Source: an optimization exercise on an open RTL-to-GDS flow (aim: small area, a short achievable clock period and few clock cycles per item). Production flows keep margins and buffers that such runs may drop.
The RTL was checked by simulation tests, not by an equivalence proof against the original design.
Power is estimated from default activity; no workload was simulated.

## config.mk

```make
export PLATFORM = sky130hd
export DESIGN_NAME = bresenham_line_stepper_top
export DESIGN_NICKNAME = bresenham_line_stepper_top
export VERILOG_FILES = /design/flow/design.v
export SDC_FILE = /design/flow/constraint.sdc
export NUM_CORES = 4
export LEC_CHECK = 0
export CAP_MARGIN = 20
export CORE_MARGIN = 2
export CORE_UTILIZATION = 40
export CTS_BUF_LIST = sky130_fd_sc_hd__clkbuf_16
export CTS_CLUSTER_DIAMETER = 100
export CTS_CLUSTER_SIZE = 20
export SLEW_MARGIN = 20
```

## constraint.sdc

```tcl
create_clock -name core_clock -period 20.0 [get_ports {i_clk}]
set_input_delay 4.0000 -clock core_clock [delete_from_list [all_inputs] [get_ports {i_clk}]]
set_output_delay 4.0000 -clock core_clock [all_outputs]
set_load 0.01 [all_outputs]
```

## design.v

```verilog
`default_nettype none
package bls_pkg;
    localparam int CFG_IDX_W  = 3;
    localparam int CFG_DATA_W = 16;
    localparam int DIM_W      = 13;
    localparam int COLOR_W    = 16;
    typedef logic [CFG_IDX_W-1:0] t_cfg_idx;
    localparam t_cfg_idx CFG_IMAGE_WIDTH  = 3'd0;
    localparam t_cfg_idx CFG_IMAGE_HEIGHT = 3'd1;
    localparam t_cfg_idx CFG_DRAW_RED     = 3'd2;
    localparam t_cfg_idx CFG_DRAW_GREEN   = 3'd3;
    localparam t_cfg_idx CFG_DRAW_BLUE    = 3'd4;
    localparam logic [DIM_W-1:0]   RST_IMAGE_WIDTH  = 13'd4096;
    localparam logic [DIM_W-1:0]   RST_IMAGE_HEIGHT = 13'd4096;
    localparam logic [COLOR_W-1:0] RST_DRAW_RED     = 16'd250;
    localparam logic [COLOR_W-1:0] RST_DRAW_GREEN   = 16'd40;
    localparam logic [COLOR_W-1:0] RST_DRAW_BLUE    = 16'd40;
    localparam logic REQ_START = 1'b0;
    localparam logic REQ_STEP  = 1'b1;
endpackage
`default_nettype wire
`default_nettype none
module bls_skid #(
    parameter int WIDTH = 75
) (
    input  wire logic             i_clk,
    input  wire logic             i_rst_n,
    input  wire logic             i_valid,
    output logic                  o_ready,
    input  wire logic [WIDTH-1:0] i_data,
    output logic                  o_valid,
    input  wire logic             i_ready,
    output logic [WIDTH-1:0]      o_data
);
    logic             r_out_valid;
    logic [WIDTH-1:0] r_out_data;
    logic             r_skid_valid;
    logic [WIDTH-1:0] r_skid_data;
    logic             in_fire;
    logic             out_fire;
    assign o_ready  = !r_skid_valid;
    assign o_valid  = r_out_valid;
    assign o_data   = r_out_data;
    assign in_fire  = i_valid && !r_skid_valid;
    assign out_fire = r_out_valid && i_ready;
    always_ff @(posedge i_clk) begin
        if (!i_rst_n) begin
            r_out_valid  <= 1'b0;
            r_skid_valid <= 1'b0;
        end else begin
            if (!r_out_valid || out_fire) begin
                if (r_skid_valid) begin
                    r_out_valid  <= 1'b1;
                    r_skid_valid <= 1'b0;
                end else begin
                    r_out_valid <= in_fire;
                end
            end else if (in_fire) begin
                r_skid_valid <= 1'b1;
            end
        end
    end
    always_ff @(posedge i_clk) begin
        if (!r_out_valid || out_fire) begin
            if (r_skid_valid) begin
                r_out_data <= r_skid_data;
            end else if (in_fire) begin
                r_out_data <= i_data;
            end
        end else if (in_fire) begin
            r_skid_data <= i_data;
        end
    end
endmodule
`default_nettype wire
`default_nettype none
module bresenham_line_stepper_top #(
    parameter int COORD_BITS = 12
) (
    input  wire logic                               i_clk,
    input  wire logic                               i_rst_n,
    input  wire logic                               i_req_valid,
    output logic                                    o_req_ready,
    input  wire logic                               i_req_type,
    input  wire logic [COORD_BITS-1:0]              i_req_x_start,
    input  wire logic [COORD_BITS-1:0]              i_req_y_start,
    input  wire logic [COORD_BITS-1:0]              i_req_x_end,
    input  wire logic [COORD_BITS-1:0]              i_req_y_end,
    output logic                                    o_pix_valid,
    input  wire logic                               i_pix_ready,
    output logic                                    o_pix_pixel_valid,
    output logic [COORD_BITS-1:0]                   o_pix_pixel_x,
    output logic [COORD_BITS-1:0]                   o_pix_pixel_y,
    output logic                                    o_pix_in_image,
    output logic                                    o_pix_last_pixel,
    output logic [bls_pkg::COLOR_W-1:0]             o_pix_pixel_red,
    output logic [bls_pkg::COLOR_W-1:0]             o_pix_pixel_green,
    output logic [bls_pkg::COLOR_W-1:0]             o_pix_pixel_blue,
    input  wire logic                               i_cfg_we,
    input  wire logic [bls_pkg::CFG_IDX_W-1:0]      i_cfg_idx,
    input  wire logic [bls_pkg::CFG_DATA_W-1:0]     i_cfg_data
);
    localparam int C = COORD_BITS;
    function automatic logic [11:0] absdiff(input logic [12:0] v);
        logic [11:0] r;
        logic        any;
        any = 1'b0;
        for (int i = 0; i < 12; i++) begin
            r[i] = v[i] ^ (v[12] & any);
            any  = any | v[i];
        end
        absdiff = r;
    endfunction
    function automatic logic [11:0] incdec(input logic [11:0] a, input logic inc,
                                           input logic dec);
        logic [11:0] r;
        logic        ci, cd;
        ci = inc;
        cd = dec;
        for (int i = 0; i < 12; i++) begin
            r[i] = a[i] ^ (ci | cd);
            ci   = ci & a[i];
            cd   = cd & ~a[i];
        end
        incdec = r;
    endfunction
    logic [bls_pkg::DIM_W-1:0]   r_width;
    logic [bls_pkg::DIM_W-1:0]   r_height;
    logic [bls_pkg::COLOR_W-1:0] r_red;
    logic [bls_pkg::COLOR_W-1:0] r_green;
    logic [bls_pkg::COLOR_W-1:0] r_blue;
    logic [15:0] cfg_d0, cfg_d1;     
    logic [4:0]  cfg_en;
    assign cfg_d0 = i_rst_n ? i_cfg_data : 16'h0000;
    assign cfg_d1 = i_rst_n ? i_cfg_data : 16'hffff;
    always_comb begin
        for (int k = 0; k < 5; k++) begin
            cfg_en[k] = !i_rst_n || (i_cfg_we && (i_cfg_idx == 3'(k)));
        end
    end
    function automatic logic [15:0] cfg_pick(input logic [15:0] rst_val);
        logic [15:0] r;
        for (int i = 0; i < 16; i++) begin
            r[i] = rst_val[i] ? cfg_d1[i] : cfg_d0[i];
        end
        cfg_pick = r;
    endfunction
    logic [15:0] cfg_w, cfg_h;
    assign cfg_w = cfg_pick({3'b000, bls_pkg::RST_IMAGE_WIDTH});
    assign cfg_h = cfg_pick({3'b000, bls_pkg::RST_IMAGE_HEIGHT});
    always_ff @(posedge i_clk) begin
        if (cfg_en[0]) r_width  <= cfg_w[bls_pkg::DIM_W-1:0];
        if (cfg_en[1]) r_height <= cfg_h[bls_pkg::DIM_W-1:0];
        if (cfg_en[2]) r_red    <= cfg_pick(bls_pkg::RST_DRAW_RED);
        if (cfg_en[3]) r_green  <= cfg_pick(bls_pkg::RST_DRAW_GREEN);
        if (cfg_en[4]) r_blue   <= cfg_pick(bls_pkg::RST_DRAW_BLUE);
    end
    logic          r_q_valid;
    logic          r_q_type;
    logic [C-1:0]  r_q_x0, r_q_y0, r_q_x1, r_q_y1;
    logic          r_q_in0, r_q_in1;    
    logic                r_l_pend;
    logic                r_l_pv;
    logic                r_l_last;
    logic                r_l_in;
    logic [C-1:0]        r_l_x, r_l_y;
    logic                r_l_steep;
    logic                r_l_down;
    logic [C-1:0]        r_l_n;
    logic [C-1:0]        r_l_db;
    logic [C-1:0]        r_l_dm;
    logic [C:0]          r_l_f;
    logic                r_l_fresh;
    logic                r_o_valid;
    logic                r_o_pv, r_o_npv_g, r_o_pv_b, r_o_npv_b;
    logic                r_o_pvf, r_o_npvf, r_o_pvf_b, r_o_npvf_b;
    logic                r_o_last;
    logic                r_o_in;
    logic [C-1:0]        r_o_x, r_o_y;
    logic                r_o_ready;
    logic push, o_free, o_load, is_start, active, q_en;
    assign push     = r_q_valid && !r_l_pend;
    assign q_en     = !r_q_valid || !r_l_pend;
    assign o_free   = !r_o_valid || i_pix_ready;
    assign o_load   = o_free && (r_l_pend || push);
    assign is_start = (r_q_type == bls_pkg::REQ_START);
    assign active   = r_l_pv && !r_l_last;
    always_ff @(posedge i_clk) begin
        if (q_en) begin
            r_q_type <= i_req_type;
            r_q_x0   <= i_req_x_start;
            r_q_y0   <= i_req_y_start;
            r_q_x1   <= i_req_x_end;
            r_q_y1   <= i_req_y_end;
            r_q_in0  <= ({1'b0, i_req_x_start} < r_width) && ({1'b0, i_req_y_start} < r_height);
            r_q_in1  <= ({1'b0, i_req_x_end} < r_width) && ({1'b0, i_req_y_end} < r_height);
        end
    end
    logic [C:0]   ex, ey;
    logic         sx, sy;
    logic [C-1:0] adx, ady;
    logic [C:0]   diff;
    logic         s_steep;
    logic [C-1:0] s_x, s_y, s_da, s_db;
    logic         s_last, s_in;
    always_comb begin
        ex      = {1'b0, r_q_x1} - {1'b0, r_q_x0};
        ey      = {1'b0, r_q_y1} - {1'b0, r_q_y0};
        sx      = ex[C];
        sy      = ey[C];
        adx     = absdiff(ex);
        ady     = absdiff(ey);
        diff    = {1'b0, ady} - {1'b0, adx};
        s_steep = !diff[C];
        s_x     = s_steep ? (sy ? r_q_x1 : r_q_x0) : (sx ? r_q_x1 : r_q_x0);
        s_y     = s_steep ? (sy ? r_q_y1 : r_q_y0) : (sx ? r_q_y1 : r_q_y0);
        s_in    = s_steep ? (sy ? r_q_in1 : r_q_in0) : (sx ? r_q_in1 : r_q_in0);
        s_da    = s_steep ? ady : adx;
        s_db    = s_steep ? adx : ady;
        s_last  = (r_q_x0 == r_q_x1) && (r_q_y0 == r_q_y1);
    end
    logic         cond;
    logic         x_inc, x_dec, y_inc, y_dec;
    logic [C-1:0] t_x, t_y;
    logic [C:0]   t_f, c_f;
    always_comb begin
        c_f   = r_l_fresh ? {1'b0, r_l_db} + ~{2'b00, r_l_n[C-1:1]} : r_l_f;
        cond  = !c_f[C];
        x_inc = !r_l_steep || (cond && !r_l_down);
        x_dec = r_l_steep && cond && r_l_down;
        y_inc = r_l_steep || (cond && !r_l_down);
        y_dec = !r_l_steep && cond && r_l_down;
        t_x   = incdec(r_l_x, x_inc, x_dec);
        t_y   = incdec(r_l_y, y_inc, y_dec);
        t_f   = c_f + (cond ? {1'b1, r_l_dm ^ {C{r_l_steep}}} : {1'b0, r_l_db})
                    + {{C{1'b0}}, cond && r_l_steep};
    end
    logic         n_pv;
    logic [C-1:0] n_x, n_y;
    logic         n_in;
    always_comb begin
        n_pv = is_start || active;
        n_x  = is_start ? s_x : active ? t_x : '0;
        n_y  = is_start ? s_y : active ? t_y : '0;
        n_in = is_start ? s_in
             : active && ({1'b0, t_x} < r_width) && ({1'b0, t_y} < r_height);
    end
    logic q_valid_nx, l_pend_nx, o_valid_nx, o_pv_nx;
    always_comb begin
        q_valid_nx = q_en ? i_req_valid : r_q_valid;
        l_pend_nx  = r_l_pend ? !o_free : (push && !o_free);
        o_valid_nx = o_free ? (r_l_pend || push) : 1'b1;
        if (!i_rst_n) begin
            q_valid_nx = 1'b0;
            l_pend_nx  = 1'b0;
            o_valid_nx = 1'b0;
        end
    end
    always_ff @(posedge i_clk) begin
        r_q_valid <= q_valid_nx;
        r_l_pend  <= l_pend_nx;
        r_o_valid <= o_valid_nx;
        r_o_ready <= !q_valid_nx || !l_pend_nx;
        if (!i_rst_n) begin
            r_l_pv <= 1'b0;
        end else if (push) begin
            r_l_pv <= n_pv;
        end
    end
    always_ff @(posedge i_clk) begin
        if (push) begin
            r_l_x    <= n_x;
            r_l_y    <= n_y;
            r_l_in   <= n_in;
            if (is_start) begin
                r_l_last  <= s_last;
                r_l_steep <= s_steep;
                r_l_down  <= sx ^ sy;
                r_l_n     <= s_da;
                r_l_db    <= s_db;
                r_l_dm    <= diff[C-1:0];
                r_l_fresh <= 1'b1;
            end else if (active) begin
                r_l_last  <= (r_l_n == 1);
                r_l_n     <= r_l_n - 1'b1;
                r_l_f     <= t_f;
                r_l_fresh <= 1'b0;
            end else begin
                r_l_last <= 1'b0;
            end
        end
    end
    assign o_pv_nx = r_l_pend ? r_l_pv : n_pv;
    always_ff @(posedge i_clk) begin
        if (o_load) begin
            r_o_pv    <= o_pv_nx;
            r_o_npv_g <= !o_pv_nx;
            r_o_x     <= r_l_pend ? r_l_x : n_x;
            r_o_y     <= r_l_pend ? r_l_y : n_y;
            r_o_in    <= r_l_pend ? r_l_in : n_in;
            r_o_last  <= r_l_pend ? r_l_last
                       : is_start ? s_last : active && (r_l_n == 1);
        end
    end
    always_ff @(posedge i_clk) begin
        if (!i_rst_n) begin
            r_o_pv_b  <= 1'b0;
            r_o_npv_b <= 1'b1;
        end else if (o_load) begin
            r_o_pv_b  <= o_pv_nx;
            r_o_npv_b <= !o_pv_nx;
        end
    end
    always_ff @(posedge i_clk) begin
        if (o_free) begin
            r_o_pvf  <= o_pv_nx;
            r_o_npvf <= !o_pv_nx;
        end
    end
    always_ff @(posedge i_clk) begin
        if (!i_rst_n) begin
            r_o_pvf_b  <= 1'b0;
            r_o_npvf_b <= 1'b1;
        end else if (o_free) begin
            r_o_pvf_b  <= o_pv_nx;
            r_o_npvf_b <= !o_pv_nx;
        end
    end
    assign o_req_ready       = r_o_ready;
    assign o_pix_valid       = r_o_valid;
    assign o_pix_pixel_valid = r_o_pv;
    assign o_pix_pixel_x     = r_o_x;
    assign o_pix_pixel_y     = r_o_y;
    assign o_pix_in_image    = r_o_in;
    assign o_pix_last_pixel  = r_o_last;
    assign o_pix_pixel_red   = {r_o_pv     ? r_red[15:10]   : 6'h00,
                                r_o_npv_g  ? 5'h00 : r_red[9:5],
                                r_o_pv_b   ? r_red[4:0]     : 5'h00};
    assign o_pix_pixel_green = {r_o_npv_b  ? 6'h00 : r_green[15:10],
                                r_o_pvf    ? r_green[9:5]   : 5'h00,
                                r_o_npvf   ? 5'h00 : r_green[4:0]};
    assign o_pix_pixel_blue  = {r_o_pvf_b  ? r_blue[15:10]  : 6'h00,
                                r_o_npvf_b ? 5'h00 : r_blue[9:5],
                                r_o_pvf    ? r_blue[4:0]    : 5'h00};
endmodule
`default_nettype wire
```

## flow/run.sh

```bash
#!/bin/bash
set -e
export BUFFER_PORTS_ARGS="-buffer_cell sky130_fd_sc_hd__buf_1"
export SETUP_SLACK_MARGIN=14.8
bash standard.sh > standard.log 2>&1
```

## standard.sh

```bash
#!/bin/bash
# synth_recipe.tcl (not shown) runs the flow's synth.tcl, then flattens the netlist and writes it again
# the make line also repeats each setting of config.mk as NAME=value (left out here)
make -C /OpenROAD-flow-scripts/flow DESIGN_CONFIG=/design/flow/config.mk WORK_HOME=/design/flow/orfs CLKGATE_MAP_FILE= SYNTH_SCRIPT=/design/flow/synth_recipe.tcl "${@:-finish}"
```

==> results of run 1 <==
worst paths after layout:
| kind | startpoint | to | cells past startpoint |
|---|---|---|---|
| setup / recovery | r_o_pvf$_DFFE_PN_ | o_pix_pixel_blue[1] | 3 |
| hold reg to reg | r_o_pv_b$_SDFFE_PN0P_ | r_o_pv_b$_SDFFE_PN0P_ | 2 |
| setup reg to reg | r_q_x1[0]$_DFFE_PN_ | r_o_x[11]$_DFFE_PP_ | 22 |
| hold / removal | r_o_pv_b$_SDFFE_PN0P_ | r_o_pv_b$_SDFFE_PN0P_ | 2 |
flip-flops by register name, indices dropped and copies added (netlist names), 12 cells and up:
name	cells
r_l_n	12
r_q_x1	12
r_width	13
r_l_f	13
r_l_db	12
r_o_y	12
r_blue	16
r_green	16
r_q_x0	12
r_l_y	12
r_o_x	12
r_height	13
r_l_dm	12
r_q_y1	12
r_l_x	12
r_q_y0	12
r_red	16
what timing repair did:
action | CTS | global route
gates cloned | 4 | 3
gates resized for setup | 68 | 153
hold buffers | 0 | 0
buffers inserted | 9 | 20
endpoints found under the setup margin | 141 | 105
pin swaps | 14 | 41
layer usage:
metal  up-vias  track usage, %  share of wire (%)
met2       420            33.3                 44
met1      5785            30.6                 46
li1       5708               -                  -
met3        71            5.24                7.9
met5         -               0               0.13
met4         8            5.50                2.4
cell type report:
class	count	area, µm²	share of cell area [%]
multi-input combinational	1070	8430	46.4
sequential	242	7190	39.5
timing repair buffer	190	1010	5.55
tap	511	639	3.51
clock buffer	17	425	2.34
inverter	105	404	2.22
clock inverter	11	78.8	0.433
timing repair inverter	1	6.26	0.0344
antenna	1	2.50	0.0138
cells by family after synthesis:
family / share of synthesized area (%)
and+or+nand+nor: 14.2
AOI/OAI and AO/OA: 15.7
DFF: 46.6
buffers and inverters: 4.04
adders and majority gates: 11.0
xor gates and xnor gates: 6.02
muxes: 2.48
Yosys cell counts, types with 24 or more instances:
cell type,number,share of area (%)
clkbuf_1,47,1.1
inv_1,104,2.5
nor2_1,103,2.5
and2_1,46,1.9
edfxtp_1,233,45
xnor2_1,71,4.0
nor2b_1,38,1.5
nand2_1,91,2.2
xor2_1,35,2.0
ha_1,126,10
nor3_1,31,1.0
o21ai_0,79,2.6
a21o_1,36,1.8
a21oi_1,91,3.0
nand2b_1,24,0.97
power breakdown:
| group | internal (mW) | leakage [nW] | switching, mW |
|---|---|---|---|
| clock network | 0.169 | 0.272 | 0.182 |
| logic | 0.303 | 4.49 | 0.420 |
| registers | 0.634 | 2.35 | 0.0306 |
stage by stage:
step | setup slack [ps] | util [%] | total power [mW] | cell area [µm²] | hold WS (ps)
after floorplan | 14560 | - | 1.10 | 15500 | 488
after global placement | 13780 | 43.7 | 1.25 | 16500 | 541
after detailed placement | 13660 | 43.7 | 1.26 | 16500 | 533
after CTS | 14620 | 46.0 | 1.66 | 17400 | 528
after global routing | 14580 | 48.1 | 1.83 | 18200 | 562
final | 14620 | 48.1 | 1.74 | 18200 | 538
worst max-delay path, cell delays in order (launching register included):
cell and delay, ps:
edfxtp_1 430, buf_12 160, and2_1 150, buf_1 130
==> flow_summary.ini, run 1 <==
[status]
status = finished clean

[grt]
grt_pass1_wl_um = 67800
grt_pass1_vias = 11700
grtUsageTotal_pct = 21.6
overflow = 0
antenna_found_initial = 5
grt_max_degree = 64

[clocking]
h-tree-depth = 1
cts_tree = built
cts_sinks = 242
cts-buffers-inserted = 16
root_buffer = clkbuf_16
clock_path_buffers = 3
clock_latency_ps = 520
clk_pin_slew_ps = 80

[final_layout]
area_growth_pct = 18.1
layout_common_cells = edfxtp_1 (233), ha_1 (116), inv_1 (108), buf_1 (101), nor2_1 (98)
fin_nets = 1831
layout-drive-gt1-share_pct = 16.9
layout_commonest_cell = edfxtp_1
fin_cells = 2148
nFillCells = 3563

[floorplan]
dieHeight_um = 200
start_util_pct = 40.7
rows = 71
fp.dieArea_um2 = 40100
dieWidth_um = 200
io_pins = 150
coreArea_um2 = 37800

[route]
routedWlPerCell_um = 21.3
wl_um = 45800
ant_nets = 0
initialDrtViolationCount = 970
viasPerCell = 5.58
drc = 0
via_count = 12000
dr.pass1.iters = 5

[sta]
finalCritPeriodShare_pct = 26.9
drv_slew = 0
clock_skew_ps = 20.5
finalSetupViolCount = 0
rsz0062_at_grt = true
final.setup.tns_ps = 0
hold_violations = 0
relSlewSlack_pct = 37.4
period_needed_ps = 5380
fmax_ghz = 0.186
tightest_slew_ps = 939

[worst_setup_path]
cp-end-kind = output port
crit_path_max_fanout = 10
ff2ff_setup_slack_ps = 14720
critPathKind = register to output port
start_kind = register
critPathArrivalTime_ps = 1380
critical_path_required_ps = 16000

[yosys]
synth_cell_type_count = 78
synth-seq-cells = 242
yosysWarnings = 1
syn_inst = 1467
synthesis.area_um2 = 15400
ys_seq_area_share_pct = 46.6
syn_avg_cell_area_um2 = 10.5
synth_nets = 1672
synth_edf_count = 233
async_reset_ff_share_pct = 0
synthFlopType = edfxtp_1

[placed_design]
post-place-cells = 2083
place.gp.congestion = 0.902
port_buffers = 149
hpwl_um = 33300

[hold_path]
hp-class = register to register

[power_and_ir_drop]
vdd_drop_max_mv = 0.0740
p_per_area_nw_per_um2 = 95.6
power_leakage_nw = 7.11

[run]
max_cap_viol_count = 0
Testbench counts, summed over its fixed seeds: cycles 48,523, items 48,507.
==> run 2: changes to the inputs <==
==> flow/run.sh (replaced) <==
#!/bin/bash
set -e
export BUFFER_PORTS_ARGS="-buffer_cell sky130_fd_sc_hd__buf_1"
export SETUP_SLACK_MARGIN=14.6
bash standard.sh > standard.log 2>&1
==> flow_summary.ini, run 2 <==
[grt]
overflow = 0
grt_pass1_wl_um = 66700
grt_max_degree = 63
antenna_found_initial = 2
grtUsageTotal_pct = 21.2
grt_pass1_vias = 11300

[worst_setup_path]
critical_path_required_ps = 20370
cpPeakStageDelay_ps = 220
worstPathCellList = buf_1 > ha_4 > a21o_1 > a21o_1 > a21o_1 > a21o_1 > a21o_1 > a21o_1 > a21oi_1 > o211a_1
crit_path_max_fanout = 2
critPathKind = input port to register
reg2reg_depth = 22
r2r_start = r_q_x1[0]$_DFFE_PN_
crit_start = i_req_y_start[1]
r2r-end = r_o_x[10]$_DFFE_PP_
start_kind = input port
ff2ff_setup_slack_ps = 14690
cp-end-kind = register
critPathArrivalTime_ps = 5740
critPathSlowestCell = ha_4
crit_top_cell = a21o_1

[final_layout]
stdcell_area_um2 = 17600
area_growth_pct = 14.2
layout_common_cells = edfxtp_1 (233), buf_1 (144), ha_1 (119), inv_1 (113), nor2_1 (98)
antenna_cells = 0
finish.utilization_pct = 46.5
layout_commonest_cell = edfxtp_1
fin_cells = 2142
largestRegisters = r_blue (16), r_green (16), r_red (16)
fin_nets = 1826
layout-drive-gt1-share_pct = 9.44

[floorplan]
start_util_pct = 40.7
fp.dieArea_um2 = 40100
io_pins = 150
dieWidth_um = 200
dieHeight_um = 200
rows = 71
coreArea_um2 = 37800

[placed_design]
place.gp.congestion = 0.916
hpwl_um = 33100
post-place-ws_ps = 13650
port_buffers = 149
post-place-cells = 2090
dpl-instance-area_um2 = 16600

[status]
status = finished clean

[yosys]
synthFlopType = edfxtp_1
synth.most_common_cell = edfxtp_1
syn_inst = 1467
syn_avg_cell_area_um2 = 10.5
yosys.area.top_type = edfxtp_1
synth_cell_type_count = 78
synth_common_cells = edfxtp_1 (233), ha_1 (126), inv_1 (104), nor2_1 (103)
async_reset_ff_share_pct = 0
synthesis.area_um2 = 15400
synthTopCellsByArea = edfxtp_1 (45%), ha_1 (10%), xnor2_1 (4.0%)
ys_seq_area_share_pct = 46.6
synth-seq-cells = 242
synth_edf_count = 233
yosysWarnings = 1
synth_nets = 1672
synth_top_area_share_pct = 45.4

[sta]
fin_ws_ps = 14630
finalCritPeriodShare_pct = 26.9
rsz0062_at_grt = true
relSlewSlack_pct = 50.4
finalSetupViolCount = 0
drv_slew = 0
final.setup.tns_ps = 0
fmax_ghz = 0.186
tightest_slew_ps = 744
clock_skew_ps = 22.0
period_needed_ps = 5370
hold_ws_ps = 556
hold_violations = 0

[route]
wl_um = 44300
via_count = 12000
viasPerCell = 5.58
initialDrtViolationCount = 1018
ant_nets = 0
routedWlPerCell_um = 20.7
dr.pass1.iters = 6
drc = 0

[hold_path]
hold_depth = 2
hp-class = register to register
hold_end = r_o_pv_b$_SDFFE_PN0P_
hold_path.startpoint = r_o_pv_b$_SDFFE_PN0P_

[run]
max_cap_viol_count = 0

[power_and_ir_drop]
vdd_drop_max_mv = 0.0617
p_comb_share_pct = 41.2
p_int_mw = 1.08
seqPwrFrac_pct = 39.2
sw_frac_of_total_pct = 36.3
power_leakage_nw = 6.83
p_clk_share_pct = 19.7
p_sw_mw = 0.615
p_total_mw = 1.69
p_per_area_nw_per_um2 = 96.3

[clocking]
root_buffer = clkbuf_16
clock_latency_ps = 510
cts_tree = built
ctsHoldBuffers = 0
h-tree-depth = 1
clk_pin_slew_ps = 90
cts_sinks = 242
clock_path_buffers = 3
cts-buffers-inserted = 16
==> run 2: worst max path at each step <==
stage / cells past startpoint / end / slack (ps)
after detailed placement: 21 / r_o_x[11]$_DFFE_PP_ / 13650
after CTS: 21 / r_o_x[9]$_DFFE_PP_ / 14600
after global placement: 21 / r_o_x[11]$_DFFE_PP_ / 13780
after floorplan: 2 / r_green[0]$_DFFE_PP_ / 14260
final: 10 / r_q_in0$_DFFE_PN_ / 14630
after global routing: 22 / r_o_x[10]$_DFFE_PP_ / 14550
==> run 2: timing repair <==
item	in CTS	in global routing
setup buffers	5	14
pin swaps	2	16
endpoints found under the setup margin	57	57
resized for setup	21	50
cloned	4	1
==> run 2: cell type report <==
class                      count  area [µm²]
sequential                   242        7180
clock inverter                11        53.8
clock buffer                  17         425
multi-input combinational   1068        8030
timing repair inverter         1        6.26
inverter                     105         402
timing repair buffer         187         863
fill                        3583       20200
tap                          511         639
==> run 2: routing by layer <==
metal	global-route usage [%]	vias to the layer above	routed length, µm
li1	-	5718	-
met1	32.2	5759	21000
met2	32.4	422	19200
met3	3.27	53	3230
met4	3.76	4	809
met5	0	-	25
==> run 2: power by group through the flow <==
stage | sequential [mW] | clock, mW | combinational [mW]
floorplan | 0.662 | 0 | 0.442
global placement | 0.674 | 0 | 0.578
detailed placement | 0.675 | 0 | 0.587
CTS | 0.663 | 0.340 | 0.629
global route | 0.669 | 0.356 | 0.762
finish | 0.664 | 0.333 | 0.697
==> run 2: logic make-up after synthesis <==
kind of cell | after synthesis | synth area share (%)
mux | 36 | 2.48
xor+xnor | 106 | 6.02
compound gates | 363 | 15.7
buf+inv | 161 | 4.04
flops | 242 | 46.6
fa+ha+maj | 132 | 11.0
simple gates | 427 | 14.2
==> run 2: worst max-delay path: cells and delay by family <==
family	cells	cell delay, ps
compound gates	8	1380
fa+ha+maj	1	220
buf+inv	1	150
==> run 3: changes to the inputs <==
--- a/design.v
+++ b/design.v
@@ -200,7 +200,7 @@
     logic         sx, sy;
     logic [C-1:0] adx, ady;
     logic [C:0]   diff;
-    logic         s_steep;
+    logic         s_steep, s_swap;
     logic [C-1:0] s_x, s_y, s_da, s_db;
     logic         s_last, s_in;
     always_comb begin
@@ -212,9 +212,10 @@
         ady     = absdiff(ey);
         diff    = {1'b0, ady} - {1'b0, adx};
         s_steep = !diff[C];
-        s_x     = s_steep ? (sy ? r_q_x1 : r_q_x0) : (sx ? r_q_x1 : r_q_x0);
-        s_y     = s_steep ? (sy ? r_q_y1 : r_q_y0) : (sx ? r_q_y1 : r_q_y0);
-        s_in    = s_steep ? (sy ? r_q_in1 : r_q_in0) : (sx ? r_q_in1 : r_q_in0);
+        s_swap  = s_steep ? sy : sx;
+        s_x     = s_swap ? r_q_x1 : r_q_x0;
+        s_y     = s_swap ? r_q_y1 : r_q_y0;
+        s_in    = s_swap ? r_q_in1 : r_q_in0;
         s_da    = s_steep ? ady : adx;
         s_db    = s_steep ? adx : ady;
         s_last  = (r_q_x0 == r_q_x1) && (r_q_y0 == r_q_y1);
--- a/config.mk
+++ b/config.mk
@@ -9,6 +9,6 @@
 export CORE_MARGIN = 2
 export CORE_UTILIZATION = 40
 export CTS_BUF_LIST = sky130_fd_sc_hd__clkbuf_16
-export CTS_CLUSTER_DIAMETER = 100
-export CTS_CLUSTER_SIZE = 20
+export CTS_CLUSTER_DIAMETER = 120
+export CTS_CLUSTER_SIZE = 25
 export SLEW_MARGIN = 20
==> flow_summary.ini, run 3 <==
[status]
status = finished clean

[sta]
hold_violations = 0
finalSetupViolCount = 0
relSlewSlack_pct = 43.0
drv_slew = 0
hold_ws_ps = 552
fmax_ghz = 0.187
finalCritPeriodShare_pct = 26.8
rsz0062_at_grt = true
final.setup.tns_ps = 0
period_needed_ps = 5350
tightest_slew_ps = 855
clock_skew_ps = 20.6

[yosys]
async_reset_ff_share_pct = 0
synth_top_area_share_pct = 46.3
syn_avg_cell_area_um2 = 11.1
synth_top_family_by_area = compound AO/OA/AOI/OAI gates
synth_cell_type_count = 75
synth_xor_area_share_pct = 6.37
synthFlopType = edfxtp_1
synth-compound-area-share_pct = 14.1
synth_edf_count = 233
yosys.area.top_type = edfxtp_1
synth_nets = 1572
yosysWarnings = 1
synth.most_common_cell = edfxtp_1
synth.area.mux_share_pct = 4.44
synth_fa_ha_area_share_pct = 11.2
synthTopCellsByArea = edfxtp_1 (46%), ha_1 (10%), xnor2_1 (4.9%)
synth-seq-cells = 242
synth-simple-area-share_pct = 13.0
synth_common_cells = edfxtp_1 (233), ha_1 (126), nor2_1 (98), inv_1 (90), xnor2_1 (84)
syn_inst = 1367
ys_seq_area_share_pct = 47.5
synthesis.area_um2 = 15100

[worst_setup_path]
critical_path_required_ps = 16000
crit_path_max_fanout = 6
critPathSlowestCell = edfxtp_1
cp-end-kind = output port
critPathKind = register to output port
worstPathCellList = buf_4 > and2_1 > buf_1
critPathArrivalTime_ps = 1350
cpPeakStageDelay_ps = 410
start_kind = register

[route]
viasPerCell = 5.35
drc = 0
wl_um = 41000
initialDrtViolationCount = 732
via_count = 11000
ant_nets = 0
routedWlPerCell_um = 19.9
dr.pass1.iters = 7

[clocking]
clock_latency_ps = 510
cts_tree = built
clk_pin_slew_ps = 110
cts_sinks = 242
cts-buffers-inserted = 13
root_buffer = clkbuf_16
clock_path_buffers = 3
h-tree-depth = 1

[final_layout]
largestRegisters = r_blue (16), r_green (16), r_red (16)
layout_commonest_cell = edfxtp_1
fin_nets = 1747
area_growth_pct = 15.7
layout-drive-gt1-share_pct = 12.8
fin_cells = 2060
layout_common_cells = edfxtp_1 (233), buf_1 (141), ha_1 (116), nor2_1 (96), inv_1 (95)
nFillCells = 3489

[power_and_ir_drop]
p_int_mw = 1.11
p_comb_share_pct = 41.8
p_per_area_nw_per_um2 = 96.9
power_leakage_nw = 6.73
seqPwrFrac_pct = 39.4
p_sw_mw = 0.586
vdd_drop_max_mv = 0.0677
p_clk_share_pct = 18.8
sw_frac_of_total_pct = 34.6

[placed_design]
post-place-cells = 2008
port_buffers = 149
place.gp.congestion = 0.899
hpwl_um = 31000

[floorplan]
coreArea_um2 = 37400
fp.dieArea_um2 = 39400
start_util_pct = 40.4
rows = 71
dieHeight_um = 198
io_pins = 150
dieWidth_um = 198

[hold_path]
hp-class = register to register

[grt]
grt_max_degree = 52
overflow = 0
grtUsageTotal_pct = 20.4
grt_pass1_vias = 10700
antenna_found_initial = 1
grt_pass1_wl_um = 61600

[run]
max_cap_viol_count = 0
[run 3: cell types whose count changed after synthesis, moves of 7 or more]
cell	delta
o22ai_1	-11
inv_1	-14
nand2_1	-25
nor3_1	-10
xnor2_1	+13
o21ai_0	-22
o2bb2ai_1	-7
xor2_1	-9
o2bb2ai_2	+13
mux2i_1	+10
mux2_2	+11
a21oi_1	-13
o21ai_1	+10
clkbuf_1	-13
[run 3: critical path: cells and delay by family, from the launching register on]
kind	cells	cell delay [ps]
AND/OR/NAND/NOR	1	140
flip-flops	1	410
buffers and inverters	2	310
[run 3: layout make-up]
class	instances	area, µm²	share of cell area [%]
multi-input cells	992	7870	45.0
flip-flops and latches	242	7180	41.0
repair buffers	200	1040	5.95
well taps	511	639	3.66
inverters	93	349	2.00
clock buffers	13	325	1.86
clock inverters	8	87.6	0.501
diodes	1	2.50	0.0143
[run 3: layer usage]
metal | up-vias | track usage, % | part of all wire (%)
met2 | 251 | 34.2 | 48
met3 | 42 | 2.92 | 4.6
met1 | 5354 | 28.0 | 45
met4 | 0 | 5.15 | 2.2
met5 | - | 0 | 0
li1 | 5368 | - | -
[run 3: worst paths after layout]
kind / start / endpoint / slack (ps) / cells past startpoint
worst min-delay path: r_o_pv_b$_SDFFE_PN0P_ / r_o_pv_b$_SDFFE_PN0P_ / 550 / 2
worst max-delay path: r_o_pvf$_DFFE_PN_ / o_pix_pixel_green[7] / 14650 / 3
worst max register to register: r_q_x0[1]$_DFFE_PN_ / r_o_x[8]$_DFFE_PP_ / 14710 / 20
worst min register to register: r_o_pv_b$_SDFFE_PN0P_ / r_o_pv_b$_SDFFE_PN0P_ / 550 / 2
[run 3: power groups by stage]
| stage | Combinational, mW | Clock, mW | Sequential (mW) |
|---|---|---|---|
| final | 0.709 | 0.318 | 0.667 |
| after global routing | 0.779 | 0.340 | 0.672 |
| after CTS | 0.623 | 0.325 | 0.667 |
| after detailed placement | 0.608 | 0 | 0.679 |
| after global placement | 0.595 | 0 | 0.678 |
| after floorplan | 0.467 | 0 | 0.666 |
[run 3: cells by family after synthesis]
family / count (synthesis)
AOI/OAI and AO/OA: 310
xor gates and xnor gates: 110
adders and majority gates: 132
buffers and inverters: 133
DFF: 242
muxes: 62
and+or+nand+nor: 378
[run 3: per-stage QoR]
stage | setup slack [ps] | area, µm² | utilization (%) | power, mW
after floorplan | 14260 | 15200 | - | 1.13
after global placement | 13750 | 16400 | 43.7 | 1.27
after detailed placement | 13590 | 16400 | 43.7 | 1.29
after CTS | 14580 | 16900 | 45.2 | 1.62
after global routing | 14510 | 17500 | 46.7 | 1.79
final | 14650 | 17500 | 46.8 | 1.69
[run 3: timing repair]
| action | 4_1_cts | 5_1_grt |
|---|---|---|
| endpoints found under the hold margin | 0 | 0 |
| buffers inserted | 9 | 19 |
| setup endpoints to repair | 62 | 59 |
| gates resized for setup | 15 | 80 |
| hold buffers | 0 | 0 |
| cloned | 0 | 2 |
| pin swaps | 5 | 6 |
Testbench counts of run 3, summed over its fixed seeds: cycles 48,523, items 48,507.
==> run 4: changes to the inputs <==
--- a/config.mk
+++ b/config.mk
@@ -7,8 +7,8 @@
 export LEC_CHECK = 0
 export CAP_MARGIN = 20
 export CORE_MARGIN = 2
-export CORE_UTILIZATION = 40
+export CORE_UTILIZATION = 55
 export CTS_BUF_LIST = sky130_fd_sc_hd__clkbuf_16
-export CTS_CLUSTER_DIAMETER = 120
-export CTS_CLUSTER_SIZE = 25
+export CTS_CLUSTER_DIAMETER = 100
+export CTS_CLUSTER_SIZE = 20
 export SLEW_MARGIN = 20
==> flow_summary.ini, run 4 <==
[floorplan]
dieWidth_um = 170
dieHeight_um = 170
io_pins = 150
start_util_pct = 56.1
rows = 60
fp.dieArea_um2 = 28800
coreArea_um2 = 27000

[placed_design]
port_buffers = 149
hpwl_um = 30200
dpl-instance-area_um2 = 16100
place.gp.congestion = 0.914

[grt]
grtUsageTotal_pct = 27.6
grt_pass1_vias = 10700
grt_max_degree = 52
overflow = 0
antenna_found_initial = 1
grt_pass1_wl_um = 60500

[power_and_ir_drop]
p_total_mw = 1.70
p_per_area_nw_per_um2 = 99.0
power_leakage_nw = 6.74
p_clk_share_pct = 19.1
p_int_mw = 1.12
vdd_drop_max_mv = 0.0750
sw_frac_of_total_pct = 34.5
seqPwrFrac_pct = 39.1
p_sw_mw = 0.588
p_comb_share_pct = 41.7

[worst_setup_path]
critical_path_required_ps = 20240
reg2reg_depth = 20
cp-endpoint = r_o_x[6]$_DFFE_PP_
start_kind = register
crit_path_max_fanout = 8
critPathKind = register to register
r2r-end = r_o_x[6]$_DFFE_PP_
cp-end-kind = register
r2r_start = r_q_y1[2]$_DFFE_PN_
critPathArrivalTime_ps = 5580
ff2ff_setup_slack_ps = 14660
crit_start = r_q_y1[2]$_DFFE_PN_

[run]
max_cap_viol_count = 0

[route]
viasPerCell = 5.85
via_count = 11100
route.met2.wl_um = 19400
drt-met1-wl_um = 17600
routedWlPerCell_um = 21.5
top_layer = met5
dr.pass1.iters = 5
drc = 0
wl_um = 40600
wl_met3_um = 2170
ant_nets = 0
initialDrtViolationCount = 779

[clocking]
cts-buffers-inserted = 16
root_buffer = clkbuf_16
cts_sinks = 242
clock_latency_ps = 500
cts_tree = built
clk_pin_slew_ps = 90
ctsHoldBuffers = 0
h-tree-depth = 1
clock_path_buffers = 3

[final_layout]
area_growth_pct = 13.9
largestRegisters = r_blue (16), r_green (16), r_red (16)
layout-drive-gt1-share_pct = 11.6
layout_commonest_cell = edfxtp_1
layout_common_cells = edfxtp_1 (233), buf_1 (143), ha_1 (122), inv_1 (95), nor2_1 (95)
fin_nets = 1748
antenna_cells = 0
stdcell_area_um2 = 17200

[sta]
finalCritPeriodShare_pct = 26.7
hold_ws_ps = 553
final.setup.tns_ps = 0
relSlewSlack_pct = 36.7
clock_skew_ps = 22.1
tightest_slew_ps = 925
period_needed_ps = 5340
fmax_ghz = 0.187
finalSetupViolCount = 0
drv_slew = 0
hold_violations = 0
rsz0062_at_grt = true

[yosys]
syn_avg_cell_area_um2 = 11.1
synth.most_common_cell = edfxtp_1
synthFlopType = edfxtp_1
ys_seq_area_share_pct = 47.5
synth_top_area_share_pct = 46.3
synth-seq-cells = 242
synth_cell_type_count = 75
yosys.area.top_type = edfxtp_1
synth_edf_count = 233
async_reset_ff_share_pct = 0
synthTopCellsByArea = edfxtp_1 (46%), ha_1 (10%), xnor2_1 (4.9%)
synthesis.area_um2 = 15100
yosysWarnings = 1
synth_nets = 1572
syn_inst = 1367
synth_common_cells = edfxtp_1 (233), ha_1 (126), nor2_1 (98), inv_1 (90), xnor2_1 (84)

[status]
status = finished clean

[hold_path]
hp-class = register to register
[run 4: timing repair]
| action | in CTS | in global routing |
|---|---|---|
| buffers inserted | 8 | 19 |
| resized for setup | 13 | 60 |
| endpoints found under the setup margin | 64 | 60 |
| pin swaps | 4 | 21 |
| cloned | 0 | 3 |
[run 4: worst min-delay path by stage]
| stage | startpoint | end | slack [ps] | depth (start not counted) |
|---|---|---|---|---|
| after floorplan | r_o_pv_b$_SDFFE_PN0P_ | r_o_pv_b$_SDFFE_PN0P_ | 490 | 2 |
| after global placement | r_o_pv_b$_SDFFE_PN0P_ | r_o_pv_b$_SDFFE_PN0P_ | 540 | 2 |
| after detailed placement | r_o_pv_b$_SDFFE_PN0P_ | r_o_pv_b$_SDFFE_PN0P_ | 530 | 2 |
| after CTS | r_l_pv$_SDFFE_PN0P_ | r_l_pv$_SDFFE_PN0P_ | 550 | 2 |
| after global routing | r_o_pv_b$_SDFFE_PN0P_ | r_o_pv_b$_SDFFE_PN0P_ | 590 | 2 |
| final | r_o_pv_b$_SDFFE_PN0P_ | r_o_pv_b$_SDFFE_PN0P_ | 550 | 2 |
[run 4: area by class of cell]
class	count	area, µm²
well taps	341	427
fillers	2235	9730
clock inverters	7	43.8
repair buffers	198	1040
inverters	93	349
clock buffers	17	425
flip-flops and latches	242	7180
multi-input cells	992	7760
[run 4: critical path, stage by stage, from the launching register on]
cell and delay [ps]:
edfxtp_1 420, ha_1 490, o21a_1 180, o21ai_1 120, a311oi_2 400, nor4b_4 320, nor2_2 110, a21oi_1 270
xnor2_2 130, ha_1 390, o21a_1 200, o21ai_0 200, a31oi_2 70, o41a_1 440, buf_12 160, mux2i_4 230
buf_4 160, buf_6 150, mux2i_2 230, o2bb2ai_2 90, mux2_1 320
[run 4: power by group through the flow]
stage,sequential (mW),combinational [mW],clock [mW]
detailed placement,0.678,0.613,0
CTS,0.666,0.627,0.334
floorplan,0.666,0.467,0
global route,0.672,0.779,0.348
global placement,0.677,0.602,0
finish,0.667,0.711,0.326
[run 4: stage by stage]
step | worst slack [ps] | cells | util [%]
2_1_floorplan | 14260 | 1367 | -
3_3_place_gp | 13850 | 1836 | 59.9
3_5_place_dp | 13690 | 1836 | 59.9
4_1_cts | 14600 | 1868 | 62.0
5_1_grt | 14420 | 1890 | 63.9
6_report | 14660 | 1890 | 63.9
[run 4: logic make-up after synthesis]
group	synth area share, %
AO/OA/AOI/OAI	14.1
XOR/XNOR	6.37
adder cells (fa/ha/maj)	11.2
buffers and inverters	3.42
flip-flops	47.5
multiplexers	4.44
AND/OR/NAND/NOR	13.0
[run 4: metal layers]
| layer | up-vias | global-route usage [%] |
|---|---|---|
| li1 | 5365 | - |
| met1 | 5317 | 37.1 |
| met2 | 300 | 45.9 |
| met3 | 74 | 4.15 |
| met4 | 2 | 9.74 |
| met5 | - | 0 |
==> run 5: changes to the inputs <==
==> flow/run.sh (replaced) <==
#!/bin/bash
set -e
export BUFFER_PORTS_ARGS="-buffer_cell sky130_fd_sc_hd__buf_1"
export SETUP_SLACK_MARGIN=14.75
bash standard.sh > standard.log 2>&1
--- a/config.mk
+++ b/config.mk
@@ -7,7 +7,7 @@
 export LEC_CHECK = 0
 export CAP_MARGIN = 20
 export CORE_MARGIN = 2
-export CORE_UTILIZATION = 55
+export CORE_UTILIZATION = 40
 export CTS_BUF_LIST = sky130_fd_sc_hd__clkbuf_16
 export CTS_CLUSTER_DIAMETER = 100
 export CTS_CLUSTER_SIZE = 20
==> flow_summary.ini, run 5 <==
[run]
max_cap_viol_count = 0

[yosys]
syn_inst = 1367
synthTopCellsByArea = edfxtp_1 (46%), ha_1 (10%), xnor2_1 (4.9%)
synth.most_common_cell = edfxtp_1
yosysWarnings = 1
ys_seq_area_share_pct = 47.5
synth_top_area_share_pct = 46.3
synth_edf_count = 233
synth_cell_type_count = 75
syn_avg_cell_area_um2 = 11.1
synth_common_cells = edfxtp_1 (233), ha_1 (126), nor2_1 (98), inv_1 (90), xnor2_1 (84)
synthesis.area_um2 = 15100
synth_nets = 1572
synth-seq-cells = 242
synthFlopType = edfxtp_1
yosys.area.top_type = edfxtp_1
async_reset_ff_share_pct = 0

[placed_design]
port_buffers = 149
place.gp.congestion = 0.899
post-place-cells = 2004
dpl-instance-area_um2 = 16300
hpwl_um = 31000

[route]
initialDrtViolationCount = 834
wl_um = 42700
dr.pass1.iters = 4
viasPerCell = 5.40
via_count = 11200
drc = 0
ant_nets = 0
routedWlPerCell_um = 20.6

[worst_setup_path]
cp-end-kind = output port
start_kind = register
critical_path_required_ps = 16000
critPathKind = register to output port
critPathArrivalTime_ps = 1350
crit_path_max_fanout = 6
reg2reg_depth = 23

[sta]
tightest_slew_ps = 924
finalSetupViolCount = 0
period_needed_ps = 5350
drv_slew = 0
rsz0062_at_grt = true
hold_violations = 0
clock_skew_ps = 11.1
final.setup.tns_ps = 0
finalCritPeriodShare_pct = 26.8
relSlewSlack_pct = 38.4
fmax_ghz = 0.187

[status]
status = finished clean

[clocking]
cts-buffers-inserted = 16
cts_tree = built
root_buffer = clkbuf_16
clock_latency_ps = 510
cts_sinks = 242
clk_pin_slew_ps = 80
h-tree-depth = 1
clock_path_buffers = 3

[grt]
grtUsageTotal_pct = 20.9
grt_pass1_wl_um = 63100
overflow = 0
grt_pass1_vias = 10900
grt_max_degree = 52
antenna_found_initial = 1

[hold_path]
hold_depth = 2
hp-class = register to register

[power_and_ir_drop]
p_int_mw = 1.17
sw_frac_of_total_pct = 34.6
vdd_drop_max_mv = 0.0869
power_leakage_nw = 7.00
seqPwrFrac_pct = 37.3
p_clk_share_pct = 19.5
p_sw_mw = 0.622
p_comb_share_pct = 43.2
p_per_area_nw_per_um2 = 98.8

[final_layout]
area_growth_pct = 20.2
layout_common_cells = edfxtp_1 (233), buf_1 (119), ha_1 (107), inv_1 (93), nor2_1 (93)
nFillCells = 3434
finish.utilization_pct = 48.6
fin_nets = 1762
largestRegisters = r_blue (16), r_green (16), r_red (16)
layout-drive-gt1-share_pct = 19.0
stdcell_area_um2 = 18200
layout_commonest_cell = edfxtp_1
antenna_cells = 0
fin_cells = 2076

[floorplan]
dieWidth_um = 198
fp.dieArea_um2 = 39400
dieHeight_um = 198
rows = 71
coreArea_um2 = 37400
start_util_pct = 40.4
io_pins = 150
==> run 5: cell types whose count changed in the layout (fill, tap and decap cells not counted), moves of 11 or more <==
cell,change
ha_1,-15
buf_1,-24
and2_1,-14
ha_4,+11
buf_6,+15
and2_4,+14
buf_4,+11
buf_2,+11
==> run 5: metal layers <==
metal	wire, µm	track usage, %
met5	13	0
met4	1240	6.49
met2	20300	34.9
met1	18800	28.2
met3	2320	3.10
==> run 5: cell type report <==
cell class,instances,area (µm²),area share (%)
Multi-Input combinational cell,992,8230,45.3
Clock inverter,9,67.6,0.372
Tap cell,511,639,3.52
Inverter,93,349,1.92
Timing Repair Buffer,212,1270,7.02
Clock buffer,17,425,2.34
Sequential cell,242,7180,39.5
==> run 5: final timing paths <==
| path | startpoint | end | slack, ps |
|---|---|---|---|
| worst max-delay path | r_o_pvf$_DFFE_PN_ | o_pix_pixel_green[7] | 14650 |
| worst min-delay path | r_o_pv_b$_SDFFE_PN0P_ | r_o_pv_b$_SDFFE_PN0P_ | 520 |
| worst max register to register | r_q_x1[0]$_DFFE_PN_ | r_o_y[8]$_DFFE_PP_ | 14740 |
| worst min register to register | r_o_pv_b$_SDFFE_PN0P_ | r_o_pv_b$_SDFFE_PN0P_ | 520 |
==> run 5: critical path, cell delays in order (launching register included) <==
cell	delay, ps
edfxtp_1	430
buf_6	160
and2_4	140
buf_6	110
==> run 5: what timing repair did <==
item | 4_1_cts | 5_1_grt
pin swaps | 8 | 46
hold buffers | 0 | 0
setup buffers | 13 | 30
gates resized for setup | 47 | 182
endpoints found under the setup margin | 96 | 97
endpoints found under the hold margin | 0 | 0
gates cloned | 1 | 2
==> run 5: cell families after synthesis <==
kind of cell	count (synthesis)	share of synthesized area, %
XOR/XNOR	110	6.37
buffers and inverters	133	3.42
AO/OA/AOI/OAI	310	14.1
flip-flops	242	47.5
multiplexers	62	4.44
AND/OR/NAND/NOR	378	13.0
adder cells (fa/ha/maj)	132	11.2
==> run 5: power by group through the flow <==
stage | Sequential [mW] | Clock (mW) | Combinational [mW]
finish | 0.670 | 0.351 | 0.775
global route | 0.674 | 0.373 | 0.845
CTS | 0.668 | 0.357 | 0.648
detailed placement | 0.679 | 0 | 0.604
global placement | 0.678 | 0 | 0.592
floorplan | 0.666 | 0 | 0.468
==> run 5: per-stage QoR <==
stage | hold slack (ps) | power (mW) | setup WS (ps)
after global routing | 561 | 1.89 | 14590
after global placement | 527 | 1.27 | 13890
final | 522 | 1.80 | 14650
after floorplan | 488 | 1.13 | 14510
after detailed placement | 544 | 1.28 | 13680
after CTS | 549 | 1.67 | 14650
==> run 6: changes to the inputs <==
==> flow/run.sh (replaced) <==
#!/bin/bash
set -e
export BUFFER_PORTS_ARGS="-buffer_cell sky130_fd_sc_hd__buf_1"
export SETUP_SLACK_MARGIN=14.45
bash standard.sh > standard.log 2>&1
==> flow_summary.ini, run 6 <==
[status]
status = finished clean

[grt]
grt_max_degree = 52
antenna_found_initial = 0
grtUsageTotal_pct = 20.4
overflow = 0
grt_pass1_vias = 10700
grt_pass1_wl_um = 61500

[worst_setup_path]
reg2reg_depth = 20
crit_path_max_fanout = 2
critical_path_required_ps = 20380
start_kind = input port
critPathKind = input port to register
cp-end-kind = register
critPathArrivalTime_ps = 5820

[power_and_ir_drop]
p_per_area_nw_per_um2 = 98.2
p_sw_mw = 0.581
p_total_mw = 1.69
p_clk_share_pct = 20.5
p_comb_share_pct = 40.0
p_int_mw = 1.11
power_leakage_nw = 6.64
vdd_drop_max_mv = 0.0709
seqPwrFrac_pct = 39.5
sw_frac_of_total_pct = 34.4

[yosys]
synth.most_common_cell = edfxtp_1
async_reset_ff_share_pct = 0
synth_edf_count = 233
synth_fa_ha_area_share_pct = 11.2
yosys.area.top_type = edfxtp_1
synth_xor_area_share_pct = 6.37
ys_seq_area_share_pct = 47.5
synth-simple-area-share_pct = 13.0
synth_nets = 1572
synth_top_area_share_pct = 46.3
synth_cell_type_count = 75
synth.area.mux_share_pct = 4.44
yosysWarnings = 1
synth-seq-cells = 242
synth_common_cells = edfxtp_1 (233), ha_1 (126), nor2_1 (98), inv_1 (90), xnor2_1 (84)
synth-compound-area-share_pct = 14.1
synthTopCellsByArea = edfxtp_1 (46%), ha_1 (10%), xnor2_1 (4.9%)
synth_top_family_by_area = compound AO/OA/AOI/OAI gates
syn_inst = 1367
synthFlopType = edfxtp_1
syn_avg_cell_area_um2 = 11.1
synthesis.area_um2 = 15100

[clocking]
cts_tree = built
h-tree-depth = 1
ctsHoldBuffers = 0
clk_pin_slew_ps = 80
clock_latency_ps = 510
cts-buffers-inserted = 16
root_buffer = clkbuf_16
clock_path_buffers = 3
cts_sinks = 242

[route]
wl_um = 40600
viasPerCell = 5.37
dr.pass1.iters = 7
drc = 0
ant_nets = 0
routedWlPerCell_um = 19.8
initialDrtViolationCount = 757
via_count = 11000

[floorplan]
dieHeight_um = 198
coreArea_um2 = 37400
rows = 71
dieWidth_um = 198
fp.dieArea_um2 = 39400
start_util_pct = 40.4
io_pins = 150

[final_layout]
layout_commonest_cell = edfxtp_1
largestRegisters = r_blue (16), r_green (16), r_red (16)
layout_common_cells = edfxtp_1 (233), buf_1 (149), ha_1 (124), inv_1 (95), nor2_1 (95)
area_growth_pct = 13.8
layout-drive-gt1-share_pct = 9.30
fin_nets = 1734
antenna_cells = 0

[sta]
hold_violations = 0
period_needed_ps = 5440
rsz0062_at_grt = false
relSlewSlack_pct = 41.2
final.setup.tns_ps = 0
tightest_slew_ps = 883
drv_slew = 0
clock_skew_ps = 15.5
finalSetupViolCount = 0
fmax_ghz = 0.184
finalCritPeriodShare_pct = 27.2

[placed_design]
port_buffers = 149
place.gp.congestion = 0.868
hpwl_um = 30700

[hold_path]
hp-class = register to register
hold_depth = 2

[run]
max_cap_viol_count = 0
-- run 6: cell counts after synthesis --
No cell type changed its count.
-- run 6: power by group through the flow --
stage / Combinational (mW) / Sequential, mW / Clock (mW)
after CTS: 0.614 / 0.667 / 0.355
final: 0.675 / 0.667 / 0.347
after global placement: 0.593 / 0.678 / 0
after global routing: 0.742 / 0.672 / 0.372
after floorplan: 0.467 / 0.666 / 0
after detailed placement: 0.604 / 0.679 / 0
-- run 6: metrics by stage --
stage / util [%] / hold WS [ps] / cell area (µm²) / setup slack, ps / std cells
floorplan: - / 488 / 15100 / 14260 / 1367
detailed placement: 43.7 / 540 / 16300 / 13640 / 2006
finish: 46.0 / 541 / 17200 / 14560 / 2048
CTS: 45.1 / 551 / 16900 / 14440 / 2033
global placement: 43.7 / 532 / 16300 / 13780 / 2006
global route: 46.0 / 618 / 17200 / 14340 / 2048
-- run 6: metal layers --
layer / share of wire (%) / up-vias / global-route usage (%)
met5: 0 / - / 0
met4: 2.6 / 0 / 5.54
met1: 45 / 5289 / 27.5
li1: - / 5351 / -
met3: 5.2 / 51 / 3.14
met2: 47 / 302 / 34.1
-- run 6: area by class of cell --
class / instances / area, µm²
Clock buffer: 17 / 425
Clock inverter: 9 / 67.6
Fill cell: 3490 / 20200
Inverter: 93 / 349
Multi-Input combinational cell: 992 / 7640
Sequential cell: 242 / 7180
Tap cell: 511 / 639
Timing Repair Buffer: 184 / 911
-- run 6: path summary, 6_finish.rpt --
kind | start | slack (ps) | endpoint
worst max-delay path | i_req_y_end[1] | 14560 | r_q_in1$_DFFE_PN_
worst max register to register | r_q_y0[0]$_DFFE_PN_ | 14610 | r_o_x[3]$_DFFE_PP_
worst min register to register | r_o_pv_b$_SDFFE_PN0P_ | 540 | r_o_pv_b$_SDFFE_PN0P_
worst min-delay path | r_o_pv_b$_SDFFE_PN0P_ | 540 | r_o_pv_b$_SDFFE_PN0P_
-- run 6: repair_timing --
action                     in CTS  in global routing
setup endpoints to repair      50                 54
buffers inserted                1                 13
pin swaps                       1                  8
gates cloned                    0                  2
resized for setup               6                 36
-- run 6: worst max-delay path, cell delays in order --
cell	delay [ps]
buf_1	110
ha_1	300
a21o_1	150
a21oi_1	310
nor2b_1	80
o21ai_0	190
a21oi_1	80
or3_1	310
a21oi_1	140
o31a_1	140
-- run 6: cell families (layout without fill, tap and decap cells) --
| kind of cell | count (synthesis) | in the layout |
|---|---|---|
| adder cells (fa/ha/maj) | 132 | 132 |
| multiplexers | 62 | 62 |
| buffers and inverters | 133 | 303 |
| XOR/XNOR | 110 | 110 |
| AND/OR/NAND/NOR | 378 | 378 |
| flip-flops | 242 | 242 |
| AO/OA/AOI/OAI | 310 | 310 |
==> run 7: changes to the inputs <==
==> flow/run.sh (replaced) <==
#!/bin/bash
set -e
export BUFFER_PORTS_ARGS="-buffer_cell sky130_fd_sc_hd__buf_1"
export SETUP_SLACK_MARGIN=14.6
bash standard.sh > standard.log 2>&1
==> flow_summary.ini, run 7 <==
[route]
drc = 0
via_count = 11000
routedWlPerCell_um = 19.9
dr.pass1.iters = 7
viasPerCell = 5.34
wl_um = 41000
ant_nets = 0
initialDrtViolationCount = 734

[run]
max_cap_viol_count = 0

[clocking]
clock_latency_ps = 510
h-tree-depth = 1
clk_pin_slew_ps = 80
cts-buffers-inserted = 16
clock_path_buffers = 3
ctsHoldBuffers = 0
root_buffer = clkbuf_16
cts_tree = built
cts_sinks = 242

[final_layout]
fin_nets = 1744
largestRegisters = r_blue (16), r_green (16), r_red (16)
layout_commonest_cell = edfxtp_1
layout_common_cells = edfxtp_1 (233), buf_1 (141), ha_1 (120), nor2_1 (96), inv_1 (95)
layout-drive-gt1-share_pct = 12.0
finish.utilization_pct = 46.5
nFillCells = 3512
area_growth_pct = 15.0

[worst_setup_path]
cpPeakStageDelay_ps = 300
critPathSlowestCell = ha_1
critPathKind = input port to register
critical_path_required_ps = 20340
crit_path_max_fanout = 2
critPathArrivalTime_ps = 5700
cp.depth = 10
worstPathCellList = buf_1 > ha_1 > a21o_1 > a21o_1 > a21oi_1 > nor2b_1 > o21ai_1 > a21oi_1 > o31a_1 > a211oi_1
path_buf_inv = 1
critical-path-top-delay-family = compound AO/OA/AOI/OAI gates
start_kind = input port
cp-end-kind = register
reg2reg_depth = 20

[yosys]
yosysWarnings = 1
async_reset_ff_share_pct = 0
yosys.area.top_type = edfxtp_1
synth_edf_count = 233
synth.most_common_cell = edfxtp_1
synth_nets = 1572
synth_common_cells = edfxtp_1 (233), ha_1 (126), nor2_1 (98), inv_1 (90), xnor2_1 (84)
synth-seq-cells = 242
synthesis.area_um2 = 15100
synth_top_area_share_pct = 46.3
synthTopCellsByArea = edfxtp_1 (46%), ha_1 (10%), xnor2_1 (4.9%)
syn_inst = 1367
syn_avg_cell_area_um2 = 11.1
synthFlopType = edfxtp_1
synth_cell_type_count = 75
ys_seq_area_share_pct = 47.5

[sta]
fmax_ghz = 0.186
drv_slew = 0
hold_violations = 0
tightest_slew_ps = 860
finalSetupViolCount = 0
finalCritPeriodShare_pct = 26.8
clock_skew_ps = 22.0
relSlewSlack_pct = 42.7
final.setup.tns_ps = 0
rsz0062_at_grt = true
period_needed_ps = 5360
fin_ws_ps = 14640

[placed_design]
hpwl_um = 31000
place.gp.congestion = 0.899
post-place-ws_ps = 13590
port_buffers = 149

[grt]
grt_pass1_vias = 10700
grt_pass1_wl_um = 61700
grt_max_degree = 52
overflow = 0
grtUsageTotal_pct = 20.5
antenna_found_initial = 1

[floorplan]
dieWidth_um = 198
io_pins = 150
fp.dieArea_um2 = 39400
rows = 71
coreArea_um2 = 37400
dieHeight_um = 198
start_util_pct = 40.4

[status]
status = finished clean

[hold_path]
hp-class = register to register
hold_depth = 2

[power_and_ir_drop]
p_per_area_nw_per_um2 = 96.8
power_leakage_nw = 6.71
vdd_drop_max_mv = 0.0628
-- run 7: cell type report --
cell class | instances | area, µm² | area share [%]
flip-flops and latches | 242 | 7180 | 41.3
multi-input cells | 992 | 7780 | 44.7
well taps | 511 | 639 | 3.68
repair buffers | 194 | 975 | 5.61
clock inverters | 9 | 43.8 | 0.252
inverters | 93 | 349 | 2.01
diodes | 1 | 2.50 | 0.0144
clock buffers | 17 | 425 | 2.45
-- run 7: worst paths after layout --
path | start | end | slack (ps)
setup / recovery | i_req_y_start[1] | r_q_in0$_DFFE_PN_ | 14640
hold / removal | r_o_pv_b$_SDFFE_PN0P_ | r_o_pv_b$_SDFFE_PN0P_ | 540
setup reg to reg | r_q_x0[0]$_DFFE_PN_ | r_o_y[2]$_DFFE_PP_ | 14740
hold reg to reg | r_o_pv_b$_SDFFE_PN0P_ | r_o_pv_b$_SDFFE_PN0P_ | 540
-- run 7: per-stage QoR --
step / std cells / hold slack (ps) / total power, mW / cell area, µm²
detailed placement: 2008 / 535 / 1.29 / 16400
CTS: 2041 / 548 / 1.63 / 16900
global placement: 2008 / 530 / 1.27 / 16400
finish: 2059 / 541 / 1.68 / 17400
global route: 2058 / 574 / 1.78 / 17400
floorplan: 1367 / 488 / 1.13 / 15200
-- run 7: worst register-to-register path, delay by kind of cell (launching register included) --
family	cells	cell delay, ps
mux	3	880
flops	1	420
compound gates	8	1770
buf+inv	2	420
xor+xnor	1	190
simple gates	3	450
fa+ha+maj	3	900
-- run 7: routing by layer --
metal | vias up | global-route usage, % | share of wire, %
met5 | - | 0 | 0
met4 | 0 | 6.71 | 3.0
met3 | 54 | 3.05 | 4.1
met2 | 236 | 33.9 | 47
met1 | 5353 | 27.8 | 46
li1 | 5352 | - | -
-- run 7: logic make-up (layout without fill, tap and decap cells) --
group | count (synthesis) | in the layout | synth area share, %
xor gates and xnor gates | 110 | 110 | 6.37
other | 0 | 1 | 0
buffers and inverters | 133 | 313 | 3.42
adders and majority gates | 132 | 132 | 11.2
DFF | 242 | 242 | 47.5
and+or+nand+nor | 378 | 378 | 13.0
muxes | 62 | 62 | 4.44
AOI/OAI and AO/OA | 310 | 310 | 14.1
-- run 7: what timing repair did --
item	4_1_cts	5_1_grt
endpoints found under the setup margin	61	61
gates cloned	0	1
pin swaps	4	5
resized for setup	13	64
setup buffers	7	16
-- run 7: power breakdown --
group          switching [mW]  internal, mW  total (mW)
clock network           0.179         0.155       0.334
logic                   0.375         0.305       0.681
registers              0.0307         0.637       0.668
==> run 8: changes to the inputs <==
--- a/config.mk
+++ b/config.mk
@@ -5,10 +5,10 @@
 export SDC_FILE = /design/flow/constraint.sdc
 export NUM_CORES = 4
 export LEC_CHECK = 0
-export CAP_MARGIN = 20
+export CAP_MARGIN = 10
 export CORE_MARGIN = 2
 export CORE_UTILIZATION = 40
 export CTS_BUF_LIST = sky130_fd_sc_hd__clkbuf_16
 export CTS_CLUSTER_DIAMETER = 100
 export CTS_CLUSTER_SIZE = 20
-export SLEW_MARGIN = 20
+export SLEW_MARGIN = 10
==> flow_summary.ini, run 8 <==
[run]
max_cap_viol_count = 0

[power_and_ir_drop]
p_int_mw = 1.10
p_per_area_nw_per_um2 = 96.8
vdd_drop_max_mv = 0.0628
p_sw_mw = 0.585
sw_frac_of_total_pct = 34.8
seqPwrFrac_pct = 39.7
power_leakage_nw = 6.71
p_comb_share_pct = 40.5
p_clk_share_pct = 19.9

[sta]
hold_violations = 0
clock_skew_ps = 22.0
tightest_slew_ps = 860
period_needed_ps = 5360
fmax_ghz = 0.186
relSlewSlack_pct = 42.7
final.setup.tns_ps = 0
hold_ws_ps = 541
drv_slew = 0
rsz0062_at_grt = true
fin_ws_ps = 14640
finalCritPeriodShare_pct = 26.8
finalSetupViolCount = 0

[floorplan]
dieHeight_um = 198
io_pins = 150
rows = 71
start_util_pct = 40.4
coreArea_um2 = 37400
fp.dieArea_um2 = 39400
dieWidth_um = 198

[placed_design]
place.gp.congestion = 0.899
hpwl_um = 31000
post-place-cells = 2008
post-place-ws_ps = 13590
port_buffers = 149

[grt]
antenna_found_initial = 1
grt_pass1_wl_um = 61700
grt_pass1_vias = 10700
overflow = 0
grtUsageTotal_pct = 20.5
grt_max_degree = 52

[final_layout]
layout_commonest_cell = edfxtp_1
layout-drive-gt1-share_pct = 12.0
largestRegisters = r_blue (16), r_green (16), r_red (16)
fin_nets = 1744
nFillCells = 3512
layout_common_cells = edfxtp_1 (233), buf_1 (141), ha_1 (120), nor2_1 (96), inv_1 (95)
area_growth_pct = 15.0
fin_cells = 2059

[worst_setup_path]
critical_path_required_ps = 20340
critPathArrivalTime_ps = 5700
critPathKind = input port to register
crit_path_max_fanout = 2
cp-end-kind = register
start_kind = input port

[clocking]
cts-buffers-inserted = 16
cts_tree = built
clock_latency_ps = 510
cts_sinks = 242
clock_path_buffers = 3
clk_pin_slew_ps = 80
root_buffer = clkbuf_16
h-tree-depth = 1

[route]
dr.pass1.iters = 7
initialDrtViolationCount = 734
ant_nets = 0
wl_um = 41000
viasPerCell = 5.34
drc = 0
via_count = 11000
routedWlPerCell_um = 19.9

[yosys]
synth-seq-cells = 242
syn_inst = 1367
synth_nets = 1572
ys_seq_area_share_pct = 47.5
synthesis.area_um2 = 15100
synth_edf_count = 233
synth_top_area_share_pct = 46.3
synthFlopType = edfxtp_1
async_reset_ff_share_pct = 0
yosys.area.top_type = edfxtp_1
syn_avg_cell_area_um2 = 11.1
synth.most_common_cell = edfxtp_1
synthTopCellsByArea = edfxtp_1 (46%), ha_1 (10%), xnor2_1 (4.9%)
synth_cell_type_count = 75
synth_common_cells = edfxtp_1 (233), ha_1 (126), nor2_1 (98), inv_1 (90), xnor2_1 (84)
yosysWarnings = 1

[status]
status = finished clean

[hold_path]
hp-class = register to register
## run 8: timing repair
action | CTS | global route
gates resized for setup | 13 | 64
buffers inserted | 7 | 16
pin swaps | 4 | 5
cloned | 0 | 1
hold buffers | 0 | 0
setup endpoints to repair | 61 | 61
## run 8: cell families after synthesis
logic type / after synthesis / synth area share (%)
compound gates: 310 / 14.1
xor+xnor: 110 / 6.37
fa+ha+maj: 132 / 11.2
buf+inv: 133 / 3.42
flops: 242 / 47.5
mux: 62 / 4.44
simple gates: 378 / 13.0
## run 8: metrics by stage
| step | utilization (%) | power, mW | cell area [µm²] |
|---|---|---|---|
| 2_1_floorplan | - | 1.13 | 15200 |
| 3_3_place_gp | 43.7 | 1.27 | 16400 |
| 3_5_place_dp | 43.7 | 1.29 | 16400 |
| 4_1_cts | 45.3 | 1.63 | 16900 |
| 5_1_grt | 46.5 | 1.78 | 17400 |
| 6_report | 46.5 | 1.68 | 17400 |
## run 8: layer usage
layer / vias to the layer above / routed length (µm) / GRT usage (%)
met4: 0 / 1230 / 6.71
met1: 5353 / 18700 / 27.8
met5: - / 0 / 0
met2: 236 / 19400 / 33.9
met3: 54 / 1660 / 3.05
li1: 5352 / - / -
## run 8: layout make-up
class,count,area [µm²],share of cell area (%)
Antenna cell,1,2.50,0.0144
Clock buffer,17,425,2.45
Clock inverter,9,43.8,0.252
Inverter,93,349,2.01
Multi-Input combinational cell,992,7780,44.7
Sequential cell,242,7180,41.3
Tap cell,511,639,3.68
Timing Repair Buffer,194,975,5.61
## run 8: path summary, 6_finish.rpt
kind | from | endpoint | slack [ps] | cells past startpoint
max | i_req_y_start[1] | r_q_in0$_DFFE_PN_ | 14640 | 10
min | r_o_pv_b$_SDFFE_PN0P_ | r_o_pv_b$_SDFFE_PN0P_ | 540 | 2
max reg2reg | r_q_x0[0]$_DFFE_PN_ | r_o_y[2]$_DFFE_PP_ | 14740 | 20
min reg2reg | r_o_pv_b$_SDFFE_PN0P_ | r_o_pv_b$_SDFFE_PN0P_ | 540 | 2
## run 8: worst max-delay path: stages
cell,delay (ps)
buf_1,100
ha_1,300
a21o_1,150
a21o_1,230
a21oi_1,170
nor2b_1,60
o21ai_1,140
a21oi_1,80
o31a_1,260
a211oi_1,200
## run 8: power groups by stage
stage	Combinational (mW)	Sequential, mW	Clock [mW]
2_1_floorplan	0.467	0.666	0
3_3_place_gp	0.595	0.678	0
3_5_place_dp	0.608	0.679	0
4_1_cts	0.622	0.667	0.341
5_1_grt	0.749	0.672	0.360
6_report	0.681	0.668	0.334

Check on run 8: ideal ports give 14.637 ns setup slack; a clkbuf_16 on the clock port and buf_2 on the inputs give 14.607 ns; moving port delays by the midpoint clock arrival (0.553 ns) as well gives 14.120 ns.
